Source: an optimization exercise on an open RTL-to-GDS flow (aim: small area, a short achievable clock period and few clock cycles per item). Production flows keep margins and buffers that such runs may drop.
Only simulation tests tie the RTL to the original design; equivalence was not proved.

## flow/design.v (module list and top-level ports; edited modules follow where they fit)
// module bbox_order: 48 lines
// module bbox_clamp: 65 lines
// module edge_function_unit: 2242 lines
// module booth_enc: 17 lines
// module efu_add: 32 lines
// module edge_step: 9 lines
// module ks_sub32: 21 lines
// module triangle_setup_top: 304 lines
module triangle_setup_top (
    input  logic        clk,
    input  logic        rstn,
    input  logic [31:0] i_v0_x,
    input  logic [31:0] i_v0_y,
    input  logic [31:0] i_v1_x,
    input  logic [31:0] i_v1_y,
    input  logic [31:0] i_v2_x,
    input  logic [31:0] i_v2_y,
    input  logic        i_dv,
    input  logic        i_ready,
    output logic        o_ready,
    output logic [31:0] o_bb_tl_x,
    output logic [31:0] o_bb_tl_y,
    output logic [31:0] o_bb_br_x,
    output logic [31:0] o_bb_br_y,
    output logic [31:0] o_edge_val0,
    output logic [31:0] o_edge_val1,
    output logic [31:0] o_edge_val2,
    output logic [31:0] o_edge_delta0_x,
    output logic [31:0] o_edge_delta0_y,
    output logic [31:0] o_edge_delta1_x,
    output logic [31:0] o_edge_delta1_y,
    output logic [31:0] o_edge_delta2_x,
    output logic [31:0] o_edge_delta2_y,
    output logic [31:0] o_area,
    output logic        o_dv,
    output logic        o_culled
);
  // ...
==> flow/flow/run.sh <==
#!/bin/bash
# The standard layout (standard synthesis unchanged), with the timing repair
# after placement, clock tree and global routing aiming for 9 ns of setup slack
# at the design's clock period.
set -euo pipefail
bash standard.sh SETUP_SLACK_MARGIN=9 finish > standard_make.log 2>&1
==> flow/standard.sh <==
#!/bin/bash
# synth_recipe.tcl (not shown) runs the flow's synth.tcl, then flattens the netlist and writes it again
# the make line also repeats each setting of config.mk as NAME=value (left out here)
make -C /OpenROAD-flow-scripts/flow DESIGN_CONFIG=/design/flow/config.mk WORK_HOME=/design/flow/orfs CLKGATE_MAP_FILE= SYNTH_SCRIPT=/design/flow/synth_recipe.tcl "${@:-finish}"
==> flow/config.mk <==
export PLATFORM = sky130hd
export DESIGN_NAME = triangle_setup_top
export DESIGN_NICKNAME = triangle_setup_top
export VERILOG_FILES = /design/flow/design.v
export SDC_FILE = /design/flow/constraint.sdc
export NUM_CORES = 4
export LEC_CHECK = 0
export CAP_MARGIN = 20
export CORE_MARGIN = 2
export CORE_UTILIZATION = 30
export PLACE_DENSITY = 0.5
export SLEW_MARGIN = 20
==> flow/constraint.sdc <==
create_clock -name core_clock -period 15.0 [get_ports {clk}]
set_input_delay 3.0000 -clock core_clock [delete_from_list [all_inputs] [get_ports {clk}]]
set_output_delay 3.0000 -clock core_clock [all_outputs]
set_load 0.01 [all_outputs]
==> metrics.md, run 1 <==
| Metric | Value |
|---|---|
| Fraction of cell area in non-clock buffers | `0.0668` |
| Commonest non-fill, non-tap cells in the layout | `inv_1, edfxtp_1, fa_1, ha_1, a22oi_1` |
| Clock Tree Root | `clkbuf_16` |
| Rel. slew slack | `0.213` |
| RR Startpoint | `op_neg1[7]` |
| Final Non-Filler Cells | `18400` |
| Die ar. | `425000 um^2` |
| Post-route cell area | `144000 um^2` |
| Worst Path Required | `15.55 ns` |
| Fin Hold WS | `0.416 ns` |
| Post-CTS Hold Fix Bufs | `0` |
| R2r endpoint | `sb[26]` |
| Register bit total from synthesis | `1175` |
| Synth top area cells | `edfxtp_1, fa_1, ha_1, xnor2_1, a22oi_1` |
| GR Util All Layers | `0.235` |
| Max-Cap Viols | `0` |
| Sequential cell area | `35100 um^2` |
| Die Span Y | `652 um` |
| Outcome | `timing/DRC/antenna clean` |
| Fin crit share | `0.400` |
| GRT met2 Usage | `0.350` |
| Multi-input combinational area share | `0.564` |
| DR WL met2 | `218000 um` |
| Largest net degree at the start of global routing | `85` |
| Ys flop type | `edfxtp_1` |
| Multi-input gate area | `81400 um^2` |
| Initial antenna violation count | `16` |
| Routed WL | `521000 um` |
| Final core occ | `0.346` |
Testbench counts, summed over its fixed seeds: cycles 7,435, items 3,200.
==> run 2, diff against run 1 <==
==> flow/flow/run.sh (replaced) <==
#!/bin/bash
# The standard layout (standard synthesis unchanged), with the timing repair
# after placement, clock tree and global routing aiming for 10 ns of setup slack
# at the design's clock period.
set -euo pipefail
bash standard.sh SETUP_SLACK_MARGIN=10 finish > standard_make.log 2>&1
--- a/flow/config.mk
+++ b/flow/config.mk
@@ -8,2 +8,4 @@
 export CAP_MARGIN = 20
+export CELL_PAD_IN_SITES_DETAIL_PLACEMENT = 1
+export CELL_PAD_IN_SITES_GLOBAL_PLACEMENT = 2
 export CORE_MARGIN = 2
==> run 2 against run 1 <==
  * Hold slack gained 0.0019 ns
  * Synthesized cell count is the same
  * Still clean on timing, DRC and antenna
  * Final area up 5.6%
  * Clock-buffer cell count increased by 2
==> metrics.md, run 2 <==
| Metric | Value |
|---|---|
| Rel. slew slack | `0.212 (was 0.213)` |
| Post-synthesis sequential area ratio | `0.279 (unchanged)` |
| Final setup margin | `9.25 ns (was 9.00 ns)` |
| Gate Count Post-Synth | `12500 (unchanged)` |
| Vias in the first global route | `109000 (was 98100)` |
| Commonest non-fill, non-tap cell in the layout | `inv_1 (unchanged)` |
| Post-CTS Hold Fix Bufs | `0 (unchanged)` |
| Largest area contributor in the netlist | `edfxtp_1 (unchanged)` |
| Fin crit share | `0.383 (was 0.400)` |
| Worst-skew pair later-pin latency | `0.91 ns (was 0.93 ns)` |
| RR Startpoint | `op_one0[2] (was op_neg1[7])` |
| Synth warnings | `4 (unchanged)` |
| Crit. End Element | `flip-flop (unchanged)` |
| # fillers | `45800 (was 42400)` |
| Fin nets | `15400 (was 15000)` |
| Clock Tree Root | `clkbuf_16 (unchanged)` |
| Pre-CTS WS | `7.22 ns (was 7.15 ns)` |
| Post-route cell area | `153000 um^2 (was 144000 um^2)` |
| Count leader, synth | `inv_1 (unchanged)` |
| Max-Cap Viols | `0 (unchanged)` |
| CTS tree | `done (unchanged)` |
| Hold Crit Class | `flip-flop to flip-flop (unchanged)` |
| Final Non-Filler Cells | `18800 (was 18400)` |
| Register bit total from synthesis | `1175 (unchanged)` |
| Mapped cell area | `126000 um^2 (unchanged)` |
| Crit-path cells | `buf_6 > clkbuf_16 > buf_4 > a22oi_1 > xor2_1 > fa_1 > inv_2 > fa_2 > fa_2 > inv_1 > fa_2 > fa_2 > inv_2 > fa_2 > fa_1 > inv_2 > fa_2 > xor2_1 (was buf_8 > xnor2_1 > fa_1 > inv_1 > fa_1 > fa_1 > fa_1 > fa_1 > inv_1 > fa_1 > inv_1 > fa_1 > xor2_1)` |
| Critical path arrival | `6.36 ns (was 6.55 ns)` |
| Worst path slowest cell | `fa_2 (was edfxtp_1)` |
| Die extent in x | `652 um (unchanged)` |
| Placement Cell Area | `138000 um^2 (was 137000 um^2)` |
| H-Tree Depth | `4 (unchanged)` |
| Crit Path Class | `flip-flop to flip-flop (unchanged)` |
| Total core area | `418000 um^2 (unchanged)` |
| Post-route ant nets | `0 (unchanged)` |
| DP HPWL | `455000 um (was 365000 um)` |
| Setup violators final | `0 (unchanged)` |
| Crit path top cell by count | `fa_2 (was fa_1)` |
| Hold Crit Start | `bre_y[8] (was bre_x[16])` |
| Synth top area cells | `edfxtp_1, fa_1, ha_1, xnor2_1, a22oi_1 (unchanged)` |
| Ys flop type | `edfxtp_1 (unchanged)` |
| Flop-to-flop setup slack | `9.25 ns (was 9.00 ns)` |
| Initial antenna violation count | `46 (was 16)` |
| Min-Delay Endpoint | `br_y[8] (was br_x[16])` |
| Number of flops mapped to enable cells by yosys | `1157 (unchanged)` |
| Final slew viol count | `0 (unchanged)` |
| Unrepaired setup endpoints after global routing | `true (unchanged)` |
| Vias | `102000 (was 99200)` |
| Async set or reset register ratio after synthesis | `0 (unchanged)` |
| Critical Path Max Stage Delay | `0.56 ns (was 0.71 ns)` |
| Initial Util | `0.302 (unchanged)` |
| Crit path max-delay family | `adder cells (unchanged)` |
| Row cnt | `237 (unchanged)` |
| Num CTS Buffers | `167 (was 155)` |
| Hold path depth | `0 (unchanged)` |
| P&R area growth vs syn | `21.1% (was 14.6%)` |
| Fin. Hold Viols | `0 (unchanged)` |
| Commonest non-fill, non-tap cells in the layout | `inv_1, edfxtp_1, ha_1, xnor2_1, fa_1 (was inv_1, edfxtp_1, fa_1, ha_1, a22oi_1)` |
| Largest regs | `acc x60, sa x60, sb x60 (unchanged)` |
| Drt initial violations | `8212 (was 11500)` |
| GR Overflow Total | `0 (unchanged)` |
| First-pass GRT wire length | `877000 um (was 729000 um)` |
| CTS Sinks | `1175 (unchanged)` |
| Largest net degree at the start of global routing | `117 (was 85)` |
| Top-Level Pins | `647 (unchanged)` |
| Die Span Y | `652 um (unchanged)` |
| GP Congestion | `0.889 (was 0.929)` |
| Outcome | `timing/DRC/antenna clean (unchanged)` |
| Ratio of cells with drive above 1 in the final layout | `0.154 (was 0.0576)` |
| Routed WL | `635000 um (was 521000 um)` |
| Worst clock skew | `0.0735 ns (was 0.105 ns)` |
| Routed vias/inst | `5.45 (was 5.40)` |
| R2r endpoint | `sb[35] (was sb[26])` |
| Synth top cells by count | `inv_1, edfxtp_1, fa_1 (unchanged)` |
| Worst Path Required | `15.60 ns (was 15.55 ns)` |
| Fmax | `0.174 GHz (was 0.167 GHz)` |
| DRC | `0 (unchanged)` |
| Minimum clock period after layout | `5.75 ns (was 6.00 ns)` |
| Setup tns final | `0 ns (unchanged)` |
| First-pass DRT Iterations | `6 (was 8)` |
| Yosys cell types | `100 (unchanged)` |
| Syn Area/Cell | `10.1 um^2 (unchanged)` |
| Placed Cells | `18100 (was 18000)` |
| Wire per inst | `33.9 um (was 28.3 um)` |
| Clk buf depth | `4 (unchanged)` |
| Max FO, Critical Path | `5 (was 31)` |
| CP Launch Type | `flip-flop (unchanged)` |
| GR Util All Layers | `0.290 (was 0.235)` |
| Worst R2R Path Depth | `18 (was 13)` |
| Area share of the largest cell type after synthesis | `0.276 (unchanged)` |
| Transition time of the tightest slew-check pin | `1.18 ns (was 1.15 ns)` |
| Die ar. | `425000 um^2 (unchanged)` |
| Buf+Inv Stages, Crit Path | `7 (was 4)` |
| Port Buffers | `620 (unchanged)` |
| CTS clk-pin slew, worst paths | `0.06 ns (about the same)` |
[run 2: cell types whose count changed in the layout (fill, tap and decap cells not counted), sizes merged]
cell	previous run	this run
a21oi	530	531
clkinvlp	11	16
dlygate4sd2	1	125
dlymetal6s2s	8	19
clkdlybuf4s15	0	45
bufbuf	1	23
clkinv	63	64
clkbuf	204	215
diode	4	15
a21o	236	237
clkdlybuf4s50	611	329
bufinv	13	21
buf	294	723
[run 2: cell families (layout without fill, tap and decap cells)]
| logic type | count (synthesis) | after routing | synth area share |
|---|---|---|---|
| XOR/XNOR | 1778 | 1778 | 0.124 |
| AND/OR/NAND/NOR | 1789 | 1789 | 0.0694 |
| buffers and inverters | 2544 | 3271 | 0.0805 |
| adder cells (fa/ha/maj) | 2096 | 2096 | 0.273 |
| AO/OA/AOI/OAI | 2907 | 2909 | 0.158 |
| multiplexers | 201 | 201 | 0.0163 |
| other | 1 | 41 | 0.0000298 |
| flip-flops | 1175 | 1175 | 0.279 |
[run 2: cell type report]
type                       count  area, um^2  share of cell area
multi-input combinational   8799       84600               0.554
sequential                  1175       35100               0.230
timing repair buffer        1292       14000              0.0920
tap                         5497        6880              0.0451
inverter                    1684        6380              0.0418
clock buffer                 187        4300              0.0282
clock inverter               108        1220             0.00800
antenna                       15        37.5            0.000246
[run 2: repair_timing]
action | in CTS | in global routing
setup buffers | 233 | 91
gates cloned | 43 | 9
pin swaps | 297 | 223
resized for setup | 1479 | 485
endpoints found under the setup margin | 595 | 357
[run 2: how the worst max path moves through the flow]
stage                           from        to  slack [ns]  cells after the start
after floorplan                 pend  bre_x[0]        6.66                      3
after CTS                 op_one0[1]    sb[31]        9.31                     20
after global placement     i_v2_y[9]   ready_r        6.97                     14
after global routing      op_pdx[23]    sb[32]        9.16                     19
final                     op_one0[2]    sb[35]        9.25                     18
after detailed placement  i_v1_y[16]   ready_r        7.22                     14
[run 2: per-layer routing]
| metal | global-route usage | routed length [um] | vias up |
|---|---|---|---|
| met5 | 0 | 54 | - |
| met2 | 0.460 | 284000 | 3486 |
| met1 | 0.397 | 283000 | 53600 |
| met4 | 0.0982 | 26400 | 8 |
| met3 | 0.0529 | 41300 | 902 |
| li1 | - | - | 44200 |
[run 2: stage by stage]
step / hold slack (ns) / utilization
final: 0.418 / 0.365
after global routing: 0.429 / 0.365
after CTS: 0.419 / 0.360
after detailed placement: 0.406 / 0.331
after global placement: 0.404 / 0.331
after floorplan: 0.400 / -
==> module triangle_setup_top, before the edit <==
module triangle_setup_top (
    input  logic        clk,
    input  logic        rstn,
    input  logic [31:0] i_v0_x,
    input  logic [31:0] i_v0_y,
    input  logic [31:0] i_v1_x,
    input  logic [31:0] i_v1_y,
    input  logic [31:0] i_v2_x,
    input  logic [31:0] i_v2_y,
    input  logic        i_dv,
    input  logic        i_ready,
    output logic        o_ready,
    output logic [31:0] o_bb_tl_x,
    output logic [31:0] o_bb_tl_y,
    output logic [31:0] o_bb_br_x,
    output logic [31:0] o_bb_br_y,
    output logic [31:0] o_edge_val0,
    output logic [31:0] o_edge_val1,
    output logic [31:0] o_edge_val2,
    output logic [31:0] o_edge_delta0_x,
    output logic [31:0] o_edge_delta0_y,
    output logic [31:0] o_edge_delta1_x,
    output logic [31:0] o_edge_delta1_y,
    output logic [31:0] o_edge_delta2_x,
    output logic [31:0] o_edge_delta2_y,
    output logic [31:0] o_area,
    output logic        o_dv,
    output logic        o_culled
);
    localparam logic [59:0] ACC_AREA = 60'h000000010000000;   
    logic        in_v;
    logic [31:0] in_x0, in_y0, in_x1, in_y1, in_x2, in_y2;
    logic [2:0]  in_lt_x, in_lt_y, in_hi_x, in_hi_y;
    logic [1:0]  tok;
    logic        s1_a, s1_e0, s1_e1, s1_e2, s1_valid;
    logic        s2_a, s2_e0, s2_e1, s2_e2, s2_valid;
    logic        acc_sub, acc_a;     
    logic        inv2;               
    logic        pend;
    logic [31:0] c_x0, c_y0, c_x1, c_y1, c_x2, c_y2;
    logic        c_wide;
    logic [25:0] tle_x, bre_x;       
    logic [24:0] tle_y, bre_y;       
    logic [31:0] op_pdx, op_pdy;                        
    logic [15:0] op_one0, op_two0, op_neg0, op_one1, op_two1, op_neg1;
    logic [59:0] sa, sb;
    logic [25:0] tl_x, br_x;
    logic [24:0] tl_y, br_y;
    logic [31:0] area_h, e0_h, e1_h;
    logic [59:0] acc;
    logic [19:0] od0x, od0y, od1x, od1y, od2x, od2y;
    logic        ready_r, run, in_free, accept, nx_valid;
    assign run      = !pend;
    assign in_free  = run && s1_a && s1_valid;
    assign o_ready  = ready_r;       
    assign accept   = rstn && i_dv && ready_r;
    logic [59:0] t_sa, t_sb;
    edge_function_unit efu (
        .i_pdx  (op_pdx),
        .i_pdy  (op_pdy),
        .i_one0 (op_one0),
        .i_two0 (op_two0),
        .i_neg0 (op_neg0),
        .i_one1 (op_one1),
        .i_two1 (op_two1),
        .i_neg1 (op_neg1),
        .o_sa   (t_sa),
        .o_sb   (t_sb)
    );
    logic        inv1;
    assign inv1 = s1_e0 || s1_e1;
    logic [59:0] r_sum, r_val, r_cy;
    efu_add efa (
        .i_a   (sa),
        .i_b   (sb),
        .i_cin (inv2),
        .o_sum (r_sum),
        .o_cy  (r_cy)
    );
    assign r_val = r_sum ^ {60{inv2}};
    logic [30:0] h_a, h_b;
    logic        sum0, sum1, cull;
    assign h_a  = sa[59:29];
    assign h_b  = sb[59:29];
    assign sum0 = &(~((h_a ^ h_b) ^ {h_a[29:0] | h_b[29:0], 1'b0}));
    assign sum1 = &((h_a ^ h_b) ^ {h_a[29:0] & h_b[29:0], 1'b0});
    assign cull = r_sum[59] || (r_cy[28] ? sum1 : sum0) || !s2_valid;   
    logic kill, free_nx, nx_a, nx_tok;
    assign kill    = s2_a && cull;       
    assign free_nx = (s1_a && !s1_valid) || (s1_e0 && kill) || (s1_e1 && !c_wide) ||
                     s1_e2 || !(s1_a || s1_e0 || s1_e1 || s1_e2);
    assign nx_tok  = tok != 2'd0;
    assign nx_a    = free_nx && (nx_tok || (in_v && !in_free));
    logic [2:0]  nx_lt_x, nx_lt_y, nx_hi_x, nx_hi_y;
    bbox_order border (
        .i_v0_x  (i_v0_x),
        .i_v0_y  (i_v0_y),
        .i_v1_x  (i_v1_x),
        .i_v1_y  (i_v1_y),
        .i_v2_x  (i_v2_x),
        .i_v2_y  (i_v2_y),
        .o_lt_x  (nx_lt_x),
        .o_lt_y  (nx_lt_y),
        .o_hi_x  (nx_hi_x),
        .o_hi_y  (nx_hi_y),
        .o_valid (nx_valid)
    );
    logic [31:0] bb_tl_x, bb_tl_y, bb_br_x, bb_br_y, bb_p0_x, bb_p0_y;
    bbox_clamp bbox (
        .i_v0_x  (in_x0),
        .i_v0_y  (in_y0),
        .i_v1_x  (in_x1),
        .i_v1_y  (in_y1),
        .i_v2_x  (in_x2),
        .i_v2_y  (in_y2),
        .i_d20_x (op_pdx),       
        .i_d20_y (op_pdy),
        .i_lt_x  (in_lt_x),
        .i_lt_y  (in_lt_y),
        .i_hi_x  (in_hi_x),
        .i_hi_y  (in_hi_y),
        .o_tl_x  (bb_tl_x),
        .o_tl_y  (bb_tl_y),
        .o_br_x  (bb_br_x),
        .o_br_y  (bb_br_y),
        .o_p0_x  (bb_p0_x),
        .o_p0_y  (bb_p0_y)
    );
    logic in_wide;
    assign in_wide = (in_x0[31] ^ in_x0[30]) | (in_y0[31] ^ in_y0[30]) |
                     (in_x1[31] ^ in_x1[30]) | (in_y1[31] ^ in_y1[30]) |
                     (in_x2[31] ^ in_x2[30]) | (in_y2[31] ^ in_y2[30]);
    logic [31:0] d_edx, d_edy, d_pdx, d_pdy;
    logic [15:0] d_one0, d_two0, d_neg0, d_one1, d_two1, d_neg1;
    always_comb begin
        if (nx_a) begin
            d_edx = in_x1 - in_x0;
            d_edy = in_y1 - in_y0;
            d_pdx = in_x2 - in_x0;
            d_pdy = in_y2 - in_y0;
        end else if (s1_e0) begin
            d_edx = c_x2 - c_x1;
            d_edy = c_y2 - c_y1;
            d_pdx = {6'd0, tle_x} - c_x1;
            d_pdy = {7'd0, tle_y} - c_y1;
        end else begin
            d_edx = c_x0 - c_x2;
            d_edy = c_y0 - c_y2;
            d_pdx = {6'd0, tle_x} - c_x2;
            d_pdy = {7'd0, tle_y} - c_y2;
        end
    end
    booth_enc benc0 (.i_y(d_edy), .i_flip(1'b0), .o_one(d_one0), .o_two(d_two0), .o_neg(d_neg0));
    booth_enc benc1 (.i_y(d_edx), .i_flip(1'b1), .o_one(d_one1), .o_two(d_two1), .o_neg(d_neg1));
    logic [59:0] acc_x, acc_y, acc_z, acc_s, acc_c, acc_nx, acc_cy;
    assign acc_x   = (acc & {60{acc_sub}}) | (ACC_AREA & {60{acc_a}});
    assign acc_y   = sa;
    assign acc_z   = sb;
    assign acc_s   = acc_x ^ acc_y ^ acc_z;
    assign acc_c   = {(acc_x[58:0] & acc_y[58:0]) | (acc_x[58:0] & acc_z[58:0]) |
                      (acc_y[58:0] & acc_z[58:0]), acc_sub};
    efu_add eacc (
        .i_a   (acc_s),
        .i_b   (acc_c),
        .i_cin (acc_sub),
        .o_sum (acc_nx),
        .o_cy  (acc_cy)
    );
    logic done;
    assign done = (s2_e1 && !c_wide) || s2_e2;
    logic [31:0] st0x, st0y, st1x, st1y, st2x, st2y;
    edge_step u_st0x (.i_a(c_y0), .i_b(c_y1), .o_step(st0x));
    edge_step u_st0y (.i_a(c_x1), .i_b(c_x0), .o_step(st0y));
    edge_step u_st1x (.i_a(c_y1), .i_b(c_y2), .o_step(st1x));
    edge_step u_st1y (.i_a(c_x2), .i_b(c_x1), .o_step(st1y));
    edge_step u_st2x (.i_a(c_y2), .i_b(c_y0), .o_step(st2x));
    edge_step u_st2y (.i_a(c_x0), .i_b(c_x2), .o_step(st2y));
    always_ff @(posedge clk) begin
        if (ready_r) begin
            in_x0   <= i_v0_x;
            in_y0   <= i_v0_y;
            in_x1   <= i_v1_x;
            in_y1   <= i_v1_y;
            in_x2   <= i_v2_x;
            in_y2   <= i_v2_y;
            in_lt_x <= nx_lt_x;
            in_lt_y <= nx_lt_y;
            in_hi_x <= nx_hi_x;
            in_hi_y <= nx_hi_y;
        end
        if (run) begin
            sa <= t_sa ^ {60{inv1}};
            sb <= t_sb ^ {60{inv1}};
            if (nx_a || !s1_a) begin
                op_pdx  <= d_pdx;
                op_pdy  <= d_pdy;
                op_one0 <= d_one0;
                op_two0 <= d_two0;
                op_neg0 <= d_neg0;
                op_one1 <= d_one1;
                op_two1 <= d_two1;
                op_neg1 <= d_neg1;
            end else begin
                op_pdx  <= bb_p0_x;
                op_pdy  <= bb_p0_y;
            end
            acc <= acc_nx;
            if (s1_a && s1_valid) begin
                c_x0   <= in_x0;
                c_y0   <= in_y0;
                c_x1   <= in_x1;
                c_y1   <= in_y1;
                c_x2   <= in_x2;
                c_y2   <= in_y2;
                c_wide <= in_wide;
                tle_x  <= bb_tl_x[25:0];
                tle_y  <= bb_tl_y[24:0];
                bre_x  <= bb_br_x[25:0];
                bre_y  <= bb_br_y[24:0];
            end
            if (s2_a && s2_valid) begin
                tl_x <= tle_x;
                tl_y <= tle_y;
                br_x <= bre_x;
                br_y <= bre_y;
                od0x <= st0x[19:0];
                od0y <= st0y[19:0];
                od1x <= st1x[19:0];
                od1y <= st1y[19:0];
                od2x <= st2x[19:0];
                od2y <= st2y[19:0];
            end
            if (s2_a)  area_h <= r_val[59:28];
            if (s2_e0) e0_h   <= r_val[59:28];
            if (s2_e1) e1_h   <= r_val[59:28];
        end
    end
    logic       in_v_nx, pend_nx, s1_a_nx, s1_valid_nx;
    logic [1:0] tok_nx;
    assign in_v_nx     = (accept && nx_valid) || (in_v && !in_free);
    assign tok_nx      = tok + {1'b0, accept && !nx_valid} - {1'b0, run && nx_a && nx_tok};
    assign pend_nx     = (done && run || pend) && !i_ready;
    assign s1_a_nx     = run ? nx_a : s1_a;
    assign s1_valid_nx = run ? (nx_a && !nx_tok) : s1_valid;
    always_ff @(posedge clk) begin
        if (!rstn) begin
            ready_r  <= 1'b1;
            in_v     <= 1'b0;
            tok      <= 2'd0;
            s1_a     <= 1'b0;
            s1_e0    <= 1'b0;
            s1_e1    <= 1'b0;
            s1_e2    <= 1'b0;
            s1_valid <= 1'b0;
            s2_a     <= 1'b0;
            s2_e0    <= 1'b0;
            s2_e1    <= 1'b0;
            s2_e2    <= 1'b0;
            s2_valid <= 1'b0;
            acc_sub  <= 1'b0;
            acc_a    <= 1'b0;
            inv2     <= 1'b0;
            pend     <= 1'b0;
            o_dv     <= 1'b0;
            o_culled <= 1'b0;
        end else begin
            ready_r  <= (!in_v_nx || (!pend_nx && s1_a_nx && s1_valid_nx)) && (tok_nx != 2'd3);
            in_v     <= in_v_nx;
            tok      <= tok_nx;
            o_dv     <= (done && run || pend) && i_ready;
            pend     <= pend_nx;
            o_culled <= run && kill;
            if (run) begin
                s2_a     <= s1_a;
                s2_e0    <= s1_e0 && !kill;
                s2_e1    <= s1_e1;
                s2_e2    <= s1_e2;
                s2_valid <= s1_valid;
                acc_sub  <= (s1_e0 && !kill) || s1_e1;
                acc_a    <= s1_a;
                inv2     <= inv1;
                s1_a     <= nx_a;
                s1_valid <= nx_a && !nx_tok;
                s1_e0    <= s1_a && s1_valid;
                s1_e1    <= s1_e0 && !kill;
                s1_e2    <= s1_e1 && c_wide;
            end
        end
    end
    assign o_bb_tl_x       = {6'd0, tl_x};
    assign o_bb_tl_y       = {7'd0, tl_y};
    assign o_bb_br_x       = {6'd0, br_x};
    assign o_bb_br_y       = {7'd0, br_y};
    assign o_area          = area_h;
    assign o_edge_val0     = e0_h;
    assign o_edge_val1     = e1_h;
    assign o_edge_val2     = acc[59:28];
    assign o_edge_delta0_x = {{12{od0x[19]}}, od0x};
    assign o_edge_delta0_y = {{12{od0y[19]}}, od0y};
    assign o_edge_delta1_x = {{12{od1x[19]}}, od1x};
    assign o_edge_delta1_y = {{12{od1y[19]}}, od1y};
    assign o_edge_delta2_x = {{12{od2x[19]}}, od2x};
    assign o_edge_delta2_y = {{12{od2y[19]}}, od2y};
endmodule
==> run 3, diff against run 2 <==
--- a/flow/design.v
+++ b/flow/design.v
@@ -2629,9 +2629,14 @@
     assign done = (s2_e1 && !c_wide) || s2_e2;
-    logic [31:0] st0x, st0y, st1x, st1y, st2x, st2y;
-    edge_step u_st0x (.i_a(c_y0), .i_b(c_y1), .o_step(st0x));
-    edge_step u_st0y (.i_a(c_x1), .i_b(c_x0), .o_step(st0y));
-    edge_step u_st1x (.i_a(c_y1), .i_b(c_y2), .o_step(st1x));
-    edge_step u_st1y (.i_a(c_x2), .i_b(c_x1), .o_step(st1y));
-    edge_step u_st2x (.i_a(c_y2), .i_b(c_y0), .o_step(st2x));
-    edge_step u_st2y (.i_a(c_x0), .i_b(c_x2), .o_step(st2y));
+    logic [31:0] sx_a, sx_b, sy_a, sy_b, stx, sty;
+    always_comb begin
+        if (s2_a) begin
+            sx_a = c_y0;  sx_b = c_y1;  sy_a = c_x1;  sy_b = c_x0;
+        end else if (s2_e0) begin
+            sx_a = c_y1;  sx_b = c_y2;  sy_a = c_x2;  sy_b = c_x1;
+        end else begin
+            sx_a = c_y2;  sx_b = c_y0;  sy_a = c_x0;  sy_b = c_x2;
+        end
+    end
+    edge_step u_stx (.i_a(sx_a), .i_b(sx_b), .o_step(stx));
+    edge_step u_sty (.i_a(sy_a), .i_b(sy_b), .o_step(sty));
     always_ff @(posedge clk) begin
@@ -2684,8 +2689,12 @@
                 br_y <= bre_y;
-                od0x <= st0x[19:0];
-                od0y <= st0y[19:0];
-                od1x <= st1x[19:0];
-                od1y <= st1y[19:0];
-                od2x <= st2x[19:0];
-                od2y <= st2y[19:0];
+                od0x <= stx[19:0];
+                od0y <= sty[19:0];
+            end
+            if (s2_e0) begin
+                od1x <= stx[19:0];
+                od1y <= sty[19:0];
+            end
+            if (s2_e1) begin
+                od2x <= stx[19:0];
+                od2y <= sty[19:0];
             end
==> flow/flow/run.sh (replaced) <==
#!/bin/bash
# The standard layout (standard synthesis unchanged), with the timing repair
# after placement, clock tree and global routing aiming for 9 ns of setup slack
# at the design's clock period.
set -euo pipefail
bash standard.sh SETUP_SLACK_MARGIN=9 finish > standard_make.log 2>&1
--- a/flow/config.mk
+++ b/flow/config.mk
@@ -8,4 +8,2 @@
 export CAP_MARGIN = 20
-export CELL_PAD_IN_SITES_DETAIL_PLACEMENT = 1
-export CELL_PAD_IN_SITES_GLOBAL_PLACEMENT = 2
 export CORE_MARGIN = 2
==> run 3 against run 2 <==
  * Still clean on timing, DRC and antenna
  * Global-route usage decreased by 6.8 points
  * Sequential share of layout area increased by 1.9 points
  * Hold slack worse by 0.032 ns
  * Wire length decreased by 24%
  * Worst setup slack got worse by 0.19 ns
  * Die area down 2.3%
  * First-iteration DRC count is 21% higher
  * Synthesized area down 2.3%
  * Critical path depth shrank 1
  * Cell count fell by 3.3%
==> metrics.md, run 3 <==
| Metric | Value |
|---|---|
| Setup violators final | `0 (unchanged)` |
| Top-Level Pins | `647 (unchanged)` |
| Max-Cap Viols | `0 (unchanged)` |
| Pre-CTS WS | `7.70 ns (was 7.22 ns)` |
| Fin crit share | `0.396 (was 0.383)` |
| Final slew viol count | `0 (unchanged)` |
| Transition time of the tightest slew-check pin | `1.15 ns (was 1.18 ns)` |
| Async set or reset register ratio after synthesis | `0 (unchanged)` |
| Worst clock skew | `0.0992 ns (was 0.0735 ns)` |
| Hold path depth | `0 (unchanged)` |
| P&R area growth vs syn | `14.7% (was 21.1%)` |
| GP Congestion | `0.925 (was 0.889)` |
| Wire per inst | `26.5 um (was 33.9 um)` |
| Rel. slew slack | `0.235 (was 0.212)` |
| Worst-skew pair later-pin latency | `0.91 ns (about the same)` |
| Fin Hold WS | `0.387 ns (was 0.418 ns)` |
| Drt initial violations | `9948 (was 8212)` |
| First-pass DRT Iterations | `8 (was 6)` |
| Port Buffers | `620 (unchanged)` |
| # fillers | `41700 (was 45800)` |
| Area share of the largest cell type after synthesis | `0.282 (was 0.276)` |
| Min-Delay Endpoint | `br_x[23] (was br_y[8])` |
| Hold Crit Start | `bre_x[23] (was bre_y[8])` |
| Fmax | `0.168 GHz (was 0.174 GHz)` |
| Post-CTS Hold Fix Bufs | `0 (unchanged)` |
| First-pass GRT wire length | `683000 um (was 877000 um)` |
| Crit. End Element | `flip-flop (unchanged)` |
| Largest regs | `acc x60, sa x60, sb x60 (unchanged)` |
| Synth warnings | `4 (unchanged)` |
| Worst Path Required | `15.56 ns (was 15.60 ns)` |
| Clk buf depth | `4 (unchanged)` |
| Final setup margin | `9.06 ns (was 9.25 ns)` |
| Initial antenna violation count | `18 (was 46)` |
| CTS tree | `done (unchanged)` |
| Yosys cell types | `94 (was 100)` |
| Commonest non-fill, non-tap cells in the layout | `inv_1, edfxtp_1, fa_1, a22oi_1, xnor2_1 (was inv_1, edfxtp_1, ha_1, xnor2_1, fa_1)` |
| Die extent in x | `645 um (was 652 um)` |
| Die ar. | `416000 um^2 (was 425000 um^2)` |
| DRC | `0 (unchanged)` |
| Routed WL | `480000 um (was 635000 um)` |
| Largest net degree at the start of global routing | `123 (was 117)` |
| CTS clk-pin slew, worst paths | `0.06 ns (about the same)` |
| Gate Count Post-Synth | `12400 (was 12500)` |
| CP Launch Type | `flip-flop (unchanged)` |
| Total core area | `409000 um^2 (was 418000 um^2)` |
| Register bit total from synthesis | `1175 (unchanged)` |
| DP HPWL | `342000 um (was 455000 um)` |
| H-Tree Depth | `4 (unchanged)` |
| Worst R2R Path Depth | `17 (was 18)` |
| Routed vias/inst | `5.32 (was 5.45)` |
| Fin. Hold Viols | `0 (unchanged)` |
| Count leader, synth | `inv_1 (unchanged)` |
| Ys flop type | `edfxtp_1 (unchanged)` |
| Largest area contributor in the netlist | `edfxtp_1 (unchanged)` |
| Critical path arrival | `6.50 ns (was 6.36 ns)` |
| Fin nets | `14600 (was 15400)` |
| GR Util All Layers | `0.222 (was 0.290)` |
| Flop-to-flop setup slack | `9.06 ns (was 9.25 ns)` |
| Post-synthesis sequential area ratio | `0.285 (was 0.279)` |
| Commonest non-fill, non-tap cell in the layout | `inv_1 (unchanged)` |
| Synth top area cells | `edfxtp_1, fa_1, ha_1, xnor2_1, a22oi_1 (unchanged)` |
| Outcome | `timing/DRC/antenna clean (unchanged)` |
| Max FO, Critical Path | `32 (was 5)` |
| Vias in the first global route | `95100 (was 109000)` |
| RR Startpoint | `op_two0[9] (was op_one0[2])` |
| Syn Area/Cell | `9.97 um^2 (was 10.1 um^2)` |
| Synth top cells by count | `inv_1, edfxtp_1, fa_1 (unchanged)` |
| Number of flops mapped to enable cells by yosys | `1157 (unchanged)` |
| Post-route ant nets | `0 (unchanged)` |
| R2r endpoint | `sb[35] (unchanged)` |
| Row cnt | `235 (was 237)` |
| Unrepaired setup endpoints after global routing | `true (unchanged)` |
| Hold Crit Class | `flip-flop to flip-flop (unchanged)` |
| CTS Sinks | `1175 (unchanged)` |
| Mapped cell area | `123000 um^2 (was 126000 um^2)` |
| Final core occ | `0.345 (was 0.365)` |
| Vias | `96400 (was 102000)` |
| Initial Util | `0.301 (was 0.302)` |
| Ratio of cells with drive above 1 in the final layout | `0.0581 (was 0.154)` |
| Minimum clock period after layout | `5.94 ns (was 5.75 ns)` |
| GR Overflow Total | `0 (unchanged)` |
| Setup tns final | `0 ns (unchanged)` |
| Clock Tree Root | `clkbuf_16 (unchanged)` |
| Die Span Y | `645 um (was 652 um)` |
| Num CTS Buffers | `155 (was 167)` |
| Crit Path Class | `flip-flop to flip-flop (unchanged)` |
==> run 3: changes by cell type after synthesis, moves of 46 or more <==
cell / before / now
inv_1: 1683 / 1545
ha_1: 1002 / 820
o21ai_0: 379 / 474
xor2_1: 855 / 809
a211oi_1: 157 / 92
nand2_1: 439 / 565
fa_1: 1094 / 1038
mux2i_1: 180 / 279
==> run 3: final cells by class <==
class	count	area [um^2]	share of cell area
diodes	5	12.5	0.0000886
repair buffers	919	9370	0.0664
clock inverters	103	1110	0.00784
flip-flops and latches	1175	35100	0.249
multi-input cells	8760	78900	0.559
clock buffers	177	4000	0.0284
well taps	5451	6820	0.0483
inverters	1545	5810	0.0412
==> run 3: cell families after synthesis <==
| kind of cell | share of synthesized area |
|---|---|
| AOI/OAI and AO/OA | 0.164 |
| adders and majority gates | 0.252 |
| other | 0.0000305 |
| DFF | 0.285 |
| xor gates and xnor gates | 0.122 |
| and+or+nand+nor | 0.0731 |
| muxes | 0.0249 |
| buffers and inverters | 0.0789 |
==> run 3: per-layer routing <==
| layer | track usage | vias to the layer above | part of all wire |
|---|---|---|---|
| li1 | - | 43100 | - |
| met1 | 0.313 | 47600 | 0.44 |
| met2 | 0.323 | 4819 | 0.41 |
| met3 | 0.0674 | 941 | 0.11 |
| met4 | 0.0696 | 10 | 0.041 |
| met5 | 0.00150 | - | 0.00031 |
==> run 3: what timing repair did <==
item	4_1_cts	5_1_grt
cloned	0	14
setup endpoints to repair	79	106
pin swaps	2	39
buffers inserted	4	41
resized for setup	56	228
==> run 3: worst max path at each step <==
stage	startpoint	end	slack, ns	depth (start not counted)
after floorplan	pend	bre_x[0]	6.64	4
after CTS	op_neg0[9]	sb[32]	8.98	18
after detailed placement	i_v2_x[6]	ready_r	7.70	16
final	op_two0[9]	sb[35]	9.06	17
after global placement	i_v2_x[6]	ready_r	7.68	16
after global routing	op_one0[4]	sb[36]	8.90	20
==> run 3: critical path: stages, from the launching register on <==
cell and delay (ns):
edfxtp_1 0.34, buf_6 0.40, a22oi_1 0.15, xnor2_1 0.18, fa_1 0.56, inv_1 0.07
fa_1 0.52, inv_1 0.10, fa_2 0.61, inv_1 0.07, fa_1 0.37, fa_1 0.41
fa_1 0.51, inv_1 0.05, fa_1 0.57, inv_1 0.08, fa_1 0.47, xor2_1 0.17
==> run 3: metrics by stage <==
| stage | area (um^2) | std cells |
|---|---|---|
| after floorplan | 123000 | 12400 |
| after global placement | 134000 | 17800 |
| after detailed placement | 134000 | 17800 |
| after CTS | 140000 | 18100 |
| after global routing | 141000 | 18100 |
| final | 141000 | 18100 |
Testbench counts of run 3, summed over its fixed seeds: cycles 7,435, items 3,200.
==> module bbox_clamp, before the edit <==
module bbox_clamp (
    input  logic [31:0] i_v0_x,
    input  logic [31:0] i_v0_y,
    input  logic [31:0] i_v1_x,
    input  logic [31:0] i_v1_y,
    input  logic [31:0] i_v2_x,
    input  logic [31:0] i_v2_y,
    input  logic [31:0] i_d20_x,    
    input  logic [31:0] i_d20_y,
    input  logic [2:0]  i_lt_x,
    input  logic [2:0]  i_lt_y,
    input  logic [2:0]  i_hi_x,
    input  logic [2:0]  i_hi_y,
    output logic [31:0] o_tl_x,
    output logic [31:0] o_tl_y,
    output logic [31:0] o_br_x,
    output logic [31:0] o_br_y,
    output logic [31:0] o_p0_x,     
    output logic [31:0] o_p0_y
);
    localparam logic [31:0] MAX_X = 32'd640 << 16;
    localparam logic [31:0] MAX_Y = 32'd360 << 16;
    function automatic logic [1:0] argmin3(input logic [2:0] lt);
        if (lt[0]) argmin3 = lt[1] ? 2'd0 : 2'd2;
        else       argmin3 = lt[2] ? 2'd1 : 2'd2;
    endfunction
    function automatic logic [1:0] argmax3(input logic [2:0] lt);
        if (lt[0]) argmax3 = lt[2] ? 2'd2 : 2'd1;
        else       argmax3 = lt[1] ? 2'd2 : 2'd0;
    endfunction
    function automatic logic [31:0] pick3(input logic [31:0] a, input logic [31:0] b,
                                          input logic [31:0] c, input logic [1:0] k);
        pick3 = (k == 2'd0) ? a : ((k == 2'd1) ? b : c);
    endfunction
    function automatic logic pickb(input logic [2:0] f, input logic [1:0] k);
        pickb = (k == 2'd0) ? f[0] : ((k == 2'd1) ? f[1] : f[2]);
    endfunction
    function automatic logic [31:0] clampk(input logic [31:0] v, input logic neg,
                                           input logic above, input logic [31:0] hi);
        if (neg)        clampk = '0;
        else if (above) clampk = hi;
        else            clampk = v;
    endfunction
    logic [1:0] mn_x, mn_y, mx_x, mx_y;
    always_comb begin
        mn_x = argmin3(i_lt_x);
        mn_y = argmin3(i_lt_y);
        mx_x = argmax3(i_lt_x);
        mx_y = argmax3(i_lt_y);
        o_tl_x = clampk(pick3(i_v0_x, i_v1_x, i_v2_x, mn_x),
                        pickb({i_v2_x[31], i_v1_x[31], i_v0_x[31]}, mn_x), pickb(i_hi_x, mn_x), MAX_X);
        o_tl_y = clampk(pick3(i_v0_y, i_v1_y, i_v2_y, mn_y),
                        pickb({i_v2_y[31], i_v1_y[31], i_v0_y[31]}, mn_y), pickb(i_hi_y, mn_y), MAX_Y);
        o_br_x = clampk(pick3(i_v0_x, i_v1_x, i_v2_x, mx_x),
                        pickb({i_v2_x[31], i_v1_x[31], i_v0_x[31]}, mx_x), pickb(i_hi_x, mx_x), MAX_X);
        o_br_y = clampk(pick3(i_v0_y, i_v1_y, i_v2_y, mx_y),
                        pickb({i_v2_y[31], i_v1_y[31], i_v0_y[31]}, mx_y), pickb(i_hi_y, mx_y), MAX_Y);
        if (pickb({i_v2_x[31], i_v1_x[31], i_v0_x[31]}, mn_x)) o_p0_x = 32'd0 - i_v0_x;
        else if (pickb(i_hi_x, mn_x))                          o_p0_x = MAX_X - i_v0_x;
        else                                                   o_p0_x = pick3(32'd0, i_v1_x - i_v0_x, i_d20_x, mn_x);
        if (pickb({i_v2_y[31], i_v1_y[31], i_v0_y[31]}, mn_y)) o_p0_y = 32'd0 - i_v0_y;
        else if (pickb(i_hi_y, mn_y))                          o_p0_y = MAX_Y - i_v0_y;
        else                                                   o_p0_y = pick3(32'd0, i_v1_y - i_v0_y, i_d20_y, mn_y);
    end
endmodule
==> run 4, diff against run 3 <==
--- a/flow/design.v
+++ b/flow/design.v
@@ -77,4 +77,2 @@
     input  logic [31:0] i_v2_y,
-    input  logic [31:0] i_d20_x,    
-    input  logic [31:0] i_d20_y,
     input  logic [2:0]  i_lt_x,
@@ -86,5 +84,3 @@
     output logic [31:0] o_br_x,
-    output logic [31:0] o_br_y,
-    output logic [31:0] o_p0_x,     
-    output logic [31:0] o_p0_y
+    output logic [31:0] o_br_y
 );
@@ -127,8 +123,2 @@
                         pickb({i_v2_y[31], i_v1_y[31], i_v0_y[31]}, mx_y), pickb(i_hi_y, mx_y), MAX_Y);
-        if (pickb({i_v2_x[31], i_v1_x[31], i_v0_x[31]}, mn_x)) o_p0_x = 32'd0 - i_v0_x;
-        else if (pickb(i_hi_x, mn_x))                          o_p0_x = MAX_X - i_v0_x;
-        else                                                   o_p0_x = pick3(32'd0, i_v1_x - i_v0_x, i_d20_x, mn_x);
-        if (pickb({i_v2_y[31], i_v1_y[31], i_v0_y[31]}, mn_y)) o_p0_y = 32'd0 - i_v0_y;
-        else if (pickb(i_hi_y, mn_y))                          o_p0_y = MAX_Y - i_v0_y;
-        else                                                   o_p0_y = pick3(32'd0, i_v1_y - i_v0_y, i_d20_y, mn_y);
     end
@@ -2566,3 +2556,3 @@
     );
-    logic [31:0] bb_tl_x, bb_tl_y, bb_br_x, bb_br_y, bb_p0_x, bb_p0_y;
+    logic [31:0] bb_tl_x, bb_tl_y, bb_br_x, bb_br_y;
     bbox_clamp bbox (
@@ -2574,4 +2564,2 @@
         .i_v2_y  (in_y2),
-        .i_d20_x (op_pdx),       
-        .i_d20_y (op_pdy),
         .i_lt_x  (in_lt_x),
@@ -2583,5 +2571,3 @@
         .o_br_x  (bb_br_x),
-        .o_br_y  (bb_br_y),
-        .o_p0_x  (bb_p0_x),
-        .o_p0_y  (bb_p0_y)
+        .o_br_y  (bb_br_y)
     );
@@ -2591,22 +2577,30 @@
                      (in_x2[31] ^ in_x2[30]) | (in_y2[31] ^ in_y2[30]);
-    logic [31:0] d_edx, d_edy, d_pdx, d_pdy;
-    logic [15:0] d_one0, d_two0, d_neg0, d_one1, d_two1, d_neg1;
+    logic [31:0] a_edx, a_edy, a_pdx, a_pdy;
+    assign a_edx = in_x1 - in_x0;
+    assign a_edy = in_y1 - in_y0;
+    assign a_pdx = in_x2 - in_x0;
+    assign a_pdy = in_y2 - in_y0;
+    logic [31:0] e_ax, e_ay, e_bx, e_by, e_px, e_py, e_edx, e_edy, e_pdx, e_pdy;
     always_comb begin
-        if (nx_a) begin
-            d_edx = in_x1 - in_x0;
-            d_edy = in_y1 - in_y0;
-            d_pdx = in_x2 - in_x0;
-            d_pdy = in_y2 - in_y0;
+        if (s1_a) begin
+            e_ax = in_x0;  e_ay = in_y0;  e_bx = in_x1;  e_by = in_y1;
+            e_px = bb_tl_x;  e_py = bb_tl_y;
         end else if (s1_e0) begin
-            d_edx = c_x2 - c_x1;
-            d_edy = c_y2 - c_y1;
-            d_pdx = {6'd0, tle_x} - c_x1;
-            d_pdy = {7'd0, tle_y} - c_y1;
+            e_ax = c_x1;  e_ay = c_y1;  e_bx = c_x2;  e_by = c_y2;
+            e_px = {6'd0, tle_x};  e_py = {7'd0, tle_y};
         end else begin
-            d_edx = c_x0 - c_x2;
-            d_edy = c_y0 - c_y2;
-            d_pdx = {6'd0, tle_x} - c_x2;
-            d_pdy = {7'd0, tle_y} - c_y2;
+            e_ax = c_x2;  e_ay = c_y2;  e_bx = c_x0;  e_by = c_y0;
+            e_px = {6'd0, tle_x};  e_py = {7'd0, tle_y};
         end
     end
+    assign e_edx = e_bx - e_ax;
+    assign e_edy = e_by - e_ay;
+    assign e_pdx = e_px - e_ax;
+    assign e_pdy = e_py - e_ay;
+    logic [31:0] d_edx, d_edy, d_pdx, d_pdy;
+    logic [15:0] d_one0, d_two0, d_neg0, d_one1, d_two1, d_neg1;
+    assign d_edx = nx_a ? a_edx : e_edx;
+    assign d_edy = nx_a ? a_edy : e_edy;
+    assign d_pdx = nx_a ? a_pdx : e_pdx;
+    assign d_pdy = nx_a ? a_pdy : e_pdy;
     booth_enc benc0 (.i_y(d_edy), .i_flip(1'b0), .o_one(d_one0), .o_two(d_two0), .o_neg(d_neg0));
@@ -2667,4 +2661,4 @@
             end else begin
-                op_pdx  <= bb_p0_x;
-                op_pdy  <= bb_p0_y;
+                op_pdx  <= d_pdx;
+                op_pdy  <= d_pdy;
             end
==> run 4 against run 3 <==
  * Worst setup slack worse by 0.054 ns
  * Register-to-register slack barely moved
  * Critical endpoint is now ready_r
  * Flip-flop and latch count did not move
  * Utilization is 0.55 points higher
  * Sequential share of layout area grew 0.42 points
  * Synthesized area decreased by 2.9%
==> metrics.md, run 4 <==
| Metric | Value |
|---|---|
| Die ar. | `404000 um^2 (was 416000 um^2)` |
| Largest area contributor in the netlist | `edfxtp_1 (unchanged)` |
| Buf+Inv Stages, Crit Path | `2 (was 6)` |
| CTS tree | `done (unchanged)` |
| Outcome | `timing/DRC/antenna clean (unchanged)` |
| Clk buf depth | `4 (unchanged)` |
| Synth warnings | `4 (unchanged)` |
| Worst Path Required | `15.80 ns (was 15.56 ns)` |
| Rel. slew slack | `0.294 (was 0.235)` |
| Largest regs | `acc x60, sa x60, sb x60 (unchanged)` |
| Routed vias/inst | `5.32 (about the same)` |
| CP Launch Type | `primary input (was flip-flop)` |
| Syn Area/Cell | `10.2 um^2 (was 9.97 um^2)` |
| Die Span Y | `635 um (was 645 um)` |
| Worst-skew pair later-pin latency | `0.91 ns (about the same)` |
| Register bit total from synthesis | `1175 (unchanged)` |
| Largest net degree at the start of global routing | `141 (was 123)` |
| Die extent in x | `635 um (was 645 um)` |
| Number of flops mapped to enable cells by yosys | `1157 (unchanged)` |
| Post-route ant nets | `0 (unchanged)` |
| Wire per inst | `26.9 um (was 26.5 um)` |
| DRC | `0 (unchanged)` |
| Num CTS Buffers | `150 (was 155)` |
| Transition time of the tightest slew-check pin | `1.06 ns (was 1.15 ns)` |
| Vias in the first global route | `91000 (was 95100)` |
| Synth top cells by count | `inv_1, edfxtp_1, fa_1 (unchanged)` |
| Hold Crit Class | `flip-flop to flip-flop (unchanged)` |
| Crit path max-delay family | `simple AND/OR/NAND/NOR gates (was adder cells)` |
| Commonest non-fill, non-tap cells in the layout | `inv_1, edfxtp_1, fa_1, a22oi_1, xnor2_1 (unchanged)` |
| Fin crit share | `0.400 (was 0.396)` |
| Area share of the largest cell type after synthesis | `0.291 (was 0.282)` |
| Fmax | `0.167 GHz (was 0.168 GHz)` |
| Fin. Hold Viols | `0 (unchanged)` |
| Post-synthesis sequential area ratio | `0.294 (was 0.285)` |
| Crit-path cells | `clkdlybuf4s50_1 > nor4_1 > nand4_1 > nor2_1 > a31oi_1 > o311a_1 > o31ai_2 > nand4_1 > ha_1 > inv_1 > ha_1 > and2_1 > nor2b_1 > a31oi_1 (was buf_6 > a22oi_1 > xnor2_1 > fa_1 > inv_1 > fa_1 > inv_1 > fa_2 > inv_1 > fa_1 > fa_1 > fa_1 > inv_1 > fa_1 > inv_1 > fa_1 > xor2_1)` |
| Ratio of cells with drive above 1 in the final layout | `0.0750 (was 0.0581)` |
| Ys flop type | `edfxtp_1 (unchanged)` |
| H-Tree Depth | `4 (unchanged)` |
| Port Buffers | `620 (unchanged)` |
| Final slew viol count | `0 (unchanged)` |
| Total core area | `396000 um^2 (was 409000 um^2)` |
| Fin nets | `14000 (was 14600)` |
| Commonest non-fill, non-tap cell in the layout | `inv_1 (unchanged)` |
| Setup violators final | `0 (unchanged)` |
| GP Congestion | `0.910 (was 0.925)` |
| Critical Path Max Stage Delay | `0.84 ns (was 0.61 ns)` |
| First-pass GRT wire length | `652000 um (was 683000 um)` |
| Unrepaired setup endpoints after global routing | `true (unchanged)` |
| Clock Tree Root | `clkbuf_16 (unchanged)` |
| Crit. End Element | `flip-flop (unchanged)` |
| P&R area growth vs syn | `16.1% (was 14.7%)` |
| Count leader, synth | `inv_1 (unchanged)` |
| Gate Count Post-Synth | `11700 (was 12400)` |
| CTS clk-pin slew, worst paths | `0.06 ns (about the same)` |
| Initial antenna violation count | `10 (was 18)` |
| Crit Path Class | `primary input to flip-flop (was flip-flop to flip-flop)` |
| Mapped cell area | `120000 um^2 (was 123000 um^2)` |
| Top-Level Pins | `647 (unchanged)` |
| Synth top area cells | `edfxtp_1, fa_1, ha_1, a22oi_1, xnor2_1 (was edfxtp_1, fa_1, ha_1, xnor2_1, a22oi_1)` |
| Initial Util | `0.302 (was 0.301)` |
| Drt initial violations | `10200 (was 9948)` |
| DP HPWL | `321000 um (was 342000 um)` |
| Row cnt | `231 (was 235)` |
| CTS Sinks | `1175 (unchanged)` |
| Yosys cell types | `103 (was 94)` |
| Max FO, Critical Path | `4 (was 32)` |
| Worst path slowest cell | `nor4_1 (was fa_2)` |
| First-pass DRT Iterations | `7 (was 8)` |
| Routed WL | `466000 um (was 480000 um)` |
| Setup tns final | `0 ns (unchanged)` |
| GR Overflow Total | `0 (unchanged)` |
| Async set or reset register ratio after synthesis | `0 (unchanged)` |
| Minimum clock period after layout | `5.99 ns (was 5.94 ns)` |
| GR Util All Layers | `0.217 (was 0.222)` |
| Max-Cap Viols | `0 (unchanged)` |
| Critical path arrival | `6.80 ns (was 6.50 ns)` |
| Vias | `92100 (was 96400)` |
| Worst clock skew | `0.0716 ns (was 0.0992 ns)` |
==> run 4: cell count changes in the layout (fill, tap and decap cells not counted), moves of 36 or more <==
cell,before,now
inv_1,1534,1387
nand2_1,562,435
mux2i_1,279,404
xnor2_1,904,808
o21ai_0,471,378
o211ai_1,76,20
ha_1,818,767
a311oi_1,48,3
a211oi_1,91,132
nand3_1,130,91
a21oi_1,533,497
==> run 4: per-layer routing <==
layer	part of all wire	routed length, um	track usage
met4	0.039	18400	0.0675
met2	0.42	195000	0.323
met3	0.11	52200	0.0701
met5	0.00097	453	0.00591
met1	0.43	200000	0.298
==> run 4: cell families after synthesis <==
kind of cell	Yosys count	share of synthesized area
flip-flops	1175	0.294
adder cells (fa/ha/maj)	1803	0.254
AO/OA/AOI/OAI	2691	0.151
XOR/XNOR	1610	0.118
buffers and inverters	2296	0.0772
multiplexers	479	0.0409
other	1	0.0000314
AND/OR/NAND/NOR	1629	0.0655
==> run 4: worst paths after layout <==
path	from	to	slack, ns	cells after the start
max	i_v0_x[10]	ready_r	9.01	14
min	bre_x[15]	br_x[15]	0.39	0
max reg2reg	op_one0[2]	sb[37]	9.07	17
min reg2reg	bre_x[15]	br_x[15]	0.39	0
==> run 4: final cells by class <==
type,count,area (um^2)
Sequential cell,1175,35100
Inverter,1405,5290
Tap cell,5242,6560
Fill cell,39900,257000
Clock inverter,95,1050
Timing Repair Buffer,982,10500
Multi-Input combinational cell,8239,76400
Clock buffer,174,3870
Antenna cell,4,10.0
==> run 4: what timing repair did <==
action	4_1_cts	5_1_grt
resized for setup	104	266
setup buffers	4	104
gates cloned	0	37
endpoints found under the setup margin	90	130
pin swaps	1	46
hold buffers	0	0
==> run 4: metrics by stage <==
step,std cells,hold WS (ns),cell area [um^2],util,setup slack (ns)
after floorplan,11700,0.400,120000,-,5.47
after global routing,17300,0.394,139000,0.350,8.86
final,17300,0.387,139000,0.350,9.01
after CTS,17200,0.393,136000,0.344,9.00
after detailed placement,16900,0.405,131000,0.330,7.83
after global placement,16900,0.402,131000,0.330,7.86
Testbench counts of run 4, summed over its fixed seeds: cycles 7,435, items 3,200.
==> run 5, diff against run 4 <==
--- a/flow/config.mk
+++ b/flow/config.mk
@@ -10,2 +10,3 @@
 export CORE_UTILIZATION = 30
+export CTS_BUF_LIST = sky130_fd_sc_hd__clkbuf_8
 export PLACE_DENSITY = 0.5
==> run 5 against run 4 <==
  * Cell count up 0.66%
  * Global-route usage rose by 0.078 points
  * Final area fell by 0.70%
  * Synthesized area unchanged
  * Synthesized cell count unchanged
  * Via count rose by 0.21%
  * Sequential share of layout area is 0.18 points higher
==> metrics.md, run 5 <==
| Metric | Value |
|---|---|
| CP Launch Point | `i_v1_x[24] (was i_v0_x[10])` |
| Number of flops mapped to enable cells by yosys | `1157 (unchanged)` |
| Die extent in x | `635 um (unchanged)` |
| First-pass GRT wire length | `654000 um (was 652000 um)` |
| Total core area | `396000 um^2 (unchanged)` |
| Critical path arrival | `6.96 ns (was 6.80 ns)` |
| Routed vias/inst | `5.30 (was 5.32)` |
| Clk buf depth | `4 (unchanged)` |
| Rel. slew slack | `0.286 (was 0.294)` |
| Syn Area/Cell | `10.2 um^2 (unchanged)` |
| Hold Crit Class | `flip-flop to flip-flop (unchanged)` |
| Gate Count Post-Synth | `11700 (unchanged)` |
| Wire per inst | `26.7 um (was 26.9 um)` |
| Worst clock skew | `0.166 ns (was 0.0716 ns)` |
| Crit-path cells | `clkdlybuf4s50_1 > nor4_1 > nand4_1 > nor2_1 > a31oi_1 > o311a_1 > o31ai_1 > nand4_1 > ha_1 > inv_1 > ha_1 > and2_1 > nor2b_1 > a31oi_1 (was clkdlybuf4s50_1 > nor4_1 > nand4_1 > nor2_1 > a31oi_1 > o311a_1 > o31ai_2 > nand4_1 > ha_1 > inv_1 > ha_1 > and2_1 > nor2b_1 > a31oi_1)` |
| CP Capture Point | `ready_r (unchanged)` |
| Worst path slowest cell | `nor4_1 (unchanged)` |
| Commonest non-fill, non-tap cells in the layout | `inv_1, edfxtp_1, fa_1, a22oi_1, xnor2_1 (unchanged)` |
| Wl on met1 | `201000 um (was 200000 um)` |
| Crit. End Element | `flip-flop (unchanged)` |
| # fillers | `40100 (was 39900)` |
| XOR/XNOR Fraction of Synth Area | `0.118 (unchanged)` |
| Mapped cell area | `120000 um^2 (unchanged)` |
| CTS Sinks | `1175 (unchanged)` |
| DR WL met3 | `52400 um (was 52200 um)` |
| Outcome | `timing/DRC/antenna clean (unchanged)` |
| GP Congestion | `0.910 (unchanged)` |
| Async set or reset register ratio after synthesis | `0 (unchanged)` |
| CP Launch Type | `primary input (unchanged)` |
| DP HPWL | `321000 um (unchanged)` |
| Synth warnings | `4 (unchanged)` |
| Final core occ | `0.348 (was 0.350)` |
| Fin crit share | `0.399 (was 0.400)` |
| Setup tns final | `0 ns (unchanged)` |
| Drt initial violations | `9816 (was 10200)` |
| Worst-skew pair later-pin latency | `1.09 ns (was 0.91 ns)` |
| Count leader, synth | `inv_1 (unchanged)` |
| Clock Tree Root | `clkbuf_8 (was clkbuf_16)` |
| H-Tree Depth | `4 (unchanged)` |
| Final slew viol count | `0 (unchanged)` |
| Multi-input gate area | `76200 um^2 (was 76400 um^2)` |
| Port Buffers | `620 (unchanged)` |
| Max FO, Critical Path | `5 (was 4)` |
| Largest regs | `acc x60, sa x60, sb x60 (unchanged)` |
| Initial Util | `0.302 (unchanged)` |
| Transition time of the tightest slew-check pin | `1.07 ns (was 1.06 ns)` |
| Fin nets | `14000 (about the same)` |
| Vias in the first global route | `91800 (was 91000)` |
| Minimum clock period after layout | `5.98 ns (was 5.99 ns)` |
| Die Span Y | `635 um (unchanged)` |
| Row cnt | `231 (unchanged)` |
| Post-synthesis sequential area ratio | `0.294 (unchanged)` |
| Worst Path Required | `15.98 ns (was 15.80 ns)` |
| Post-synthesis mux area share | `0.0409 (unchanged)` |
| Final setup margin | `9.02 ns (was 9.01 ns)` |
| First-pass DRT Iterations | `9 (was 7)` |
| Worst R2R Path Depth | `17 (unchanged)` |
| Register bit total from synthesis | `1175 (unchanged)` |
| Post-route ant nets | `0 (unchanged)` |
| Synth top cells by count | `inv_1, edfxtp_1, fa_1 (unchanged)` |
| Simple logic cell fraction of the synthesized area | `0.0655 (unchanged)` |
| Commonest non-fill, non-tap cell in the layout | `inv_1 (unchanged)` |
| Largest family of logic cells by synthesized area | `adder cells (unchanged)` |
| Die ar. | `404000 um^2 (unchanged)` |
| Area share of the largest cell type after synthesis | `0.291 (unchanged)` |
| Hold path depth | `0 (unchanged)` |
| GR Overflow Total | `0 (unchanged)` |
| P&R area growth vs syn | `15.3% (was 16.1%)` |
| Num CTS Buffers | `220 (was 150)` |
| Largest area contributor in the netlist | `edfxtp_1 (unchanged)` |
| Highest routed layer | `met5 (unchanged)` |
| GR Util All Layers | `0.218 (was 0.217)` |
| Crit Path Class | `primary input to flip-flop (unchanged)` |
| Synth Area in Compound Gates | `0.151 (unchanged)` |
| DR WL met2 | `193000 um (was 195000 um)` |
| Fmax | `0.167 GHz (about the same)` |
| Largest net degree at the start of global routing | `141 (unchanged)` |
| Initial antenna violation count | `11 (was 10)` |
| Vias | `92300 (was 92100)` |
| Synth top area cells | `edfxtp_1, fa_1, ha_1, a22oi_1, xnor2_1 (unchanged)` |
| Fraction of the mapped netlist area in adder cells | `0.254 (unchanged)` |
| RR Startpoint | `op_pdx[22] (was op_one0[2])` |
| Yosys cell types | `103 (unchanged)` |
| Fin. Hold Viols | `0 (unchanged)` |
| Sequential cell area | `35100 um^2 (unchanged)` |
| R2r endpoint | `sb[29] (was sb[37])` |
| DRC | `0 (unchanged)` |
| Ys flop type | `edfxtp_1 (unchanged)` |
| CTS clk-pin slew, worst paths | `0.06 ns (about the same)` |
| Flop-to-flop setup slack | `9.03 ns (was 9.07 ns)` |
| CTS tree | `done (unchanged)` |
| Top-Level Pins | `647 (unchanged)` |
| Unrepaired setup endpoints after global routing | `true (unchanged)` |
| Routed WL | `466000 um (about the same)` |
| Ratio of cells with drive above 1 in the final layout | `0.0760 (was 0.0750)` |
| Post-CTS Hold Fix Bufs | `0 (unchanged)` |
| Critical Path Max Stage Delay | `0.95 ns (was 0.84 ns)` |
| Max-Cap Viols | `0 (unchanged)` |
| Pre-CTS WS | `7.83 ns (unchanged)` |
| Setup violators final | `0 (unchanged)` |
[run 5: metal layers]
| metal | up-vias | track usage |
|---|---|---|
| met5 | - | 0.00295 |
| met4 | 18 | 0.0711 |
| met3 | 1088 | 0.0723 |
| met2 | 4641 | 0.323 |
| met1 | 45600 | 0.298 |
| li1 | 41000 | - |
[run 5: cells by family after synthesis]
kind of cell	count (synthesis)
muxes	479
DFF	1175
other	1
AOI/OAI and AO/OA	2691
adders and majority gates	1803
buffers and inverters	2296
and+or+nand+nor	1629
xor gates and xnor gates	1610
[run 5: through the flow]
step	instances	cell area (um^2)	hold slack, ns
detailed placement	16900	131000	0.405
finish	17400	138000	0.404
global placement	16900	131000	0.402
global route	17400	138000	0.386
floorplan	11700	120000	0.400
CTS	17300	136000	0.381
[run 5: how the worst min path moves through the flow]
stage               slack, ns  startpoint        to
floorplan                0.40    bre_x[0]   br_x[0]
global placement         0.40   bre_y[21]  br_y[21]
detailed placement       0.41   bre_y[11]  br_y[11]
CTS                      0.38    tle_y[4]   tl_y[4]
global route             0.39    tle_y[4]   tl_y[4]
finish                   0.40   bre_x[11]  br_x[11]
[run 5: cell type report]
type | instances | area share
tap | 5242 | 0.0476
antenna | 6 | 0.000109
clock buffer | 220 | 0.0220
timing repair buffer | 974 | 0.0749
clock inverter | 169 | 0.00947
multi-input combinational | 8239 | 0.553
sequential | 1175 | 0.255
inverter | 1405 | 0.0384
[run 5: critical path: cells and delay by family]
| kind | cells | cell delay, ns |
|---|---|---|
| buf+inv | 2 | 0.67 |
| compound gates | 4 | 0.80 |
| fa+ha+maj | 2 | 0.59 |
| simple gates | 6 | 1.89 |
[run 5: repair_timing]
action                     CTS  global route
pin swaps                    2            28
setup endpoints to repair   88           123
resized for setup          111           192
setup buffers               10            94
cloned                       3            30

==> static timing again, ports no longer ideal <==
The flow's constraints put no driver on any port. The routed layouts listed below were extracted and timed again, unchanged, in two steps.
Step 1 sets driving cells, clkbuf_16 on the clock port and buf_2 on the other inputs (assumed; they add their load-dependent delay and slew).
Step 2 also shifts input and output timing later by t, the mid clock arrival at the registers, as if the neighbouring blocks saw the same clock.
Three values: no drivers, after step 1, after step 2; two values: the first two.
| run | shift t [ns] | setup slack, ns | worst slew at a driven data input, ns | pins driven straight from the clock port |
|---|---|---|---|---|
| run 1 | 0.991 | 9.001 / 9.001 / 8.193 | 0.18 | 1 |
| run 2 | 0.988 | 9.248 / 9.248 / 8.897 | 0.07 | 1 |
| run 3 | 0.970 | 9.061 / 9.061 / 8.225 | 0.09 | 1 |
| run 4 | 0.981 | 9.007 / 9.072 / 8.102 | 0.08 | 1 |
| run 5 | 1.118 | 9.021 / 9.027 / 7.977 | 0.08 | 1 |
After both steps setup and hold are still met in every run listed. For run 5, which loses most, drivers alone change the setup slack by +0.006 ns; drivers and shift together by -1.044 ns.
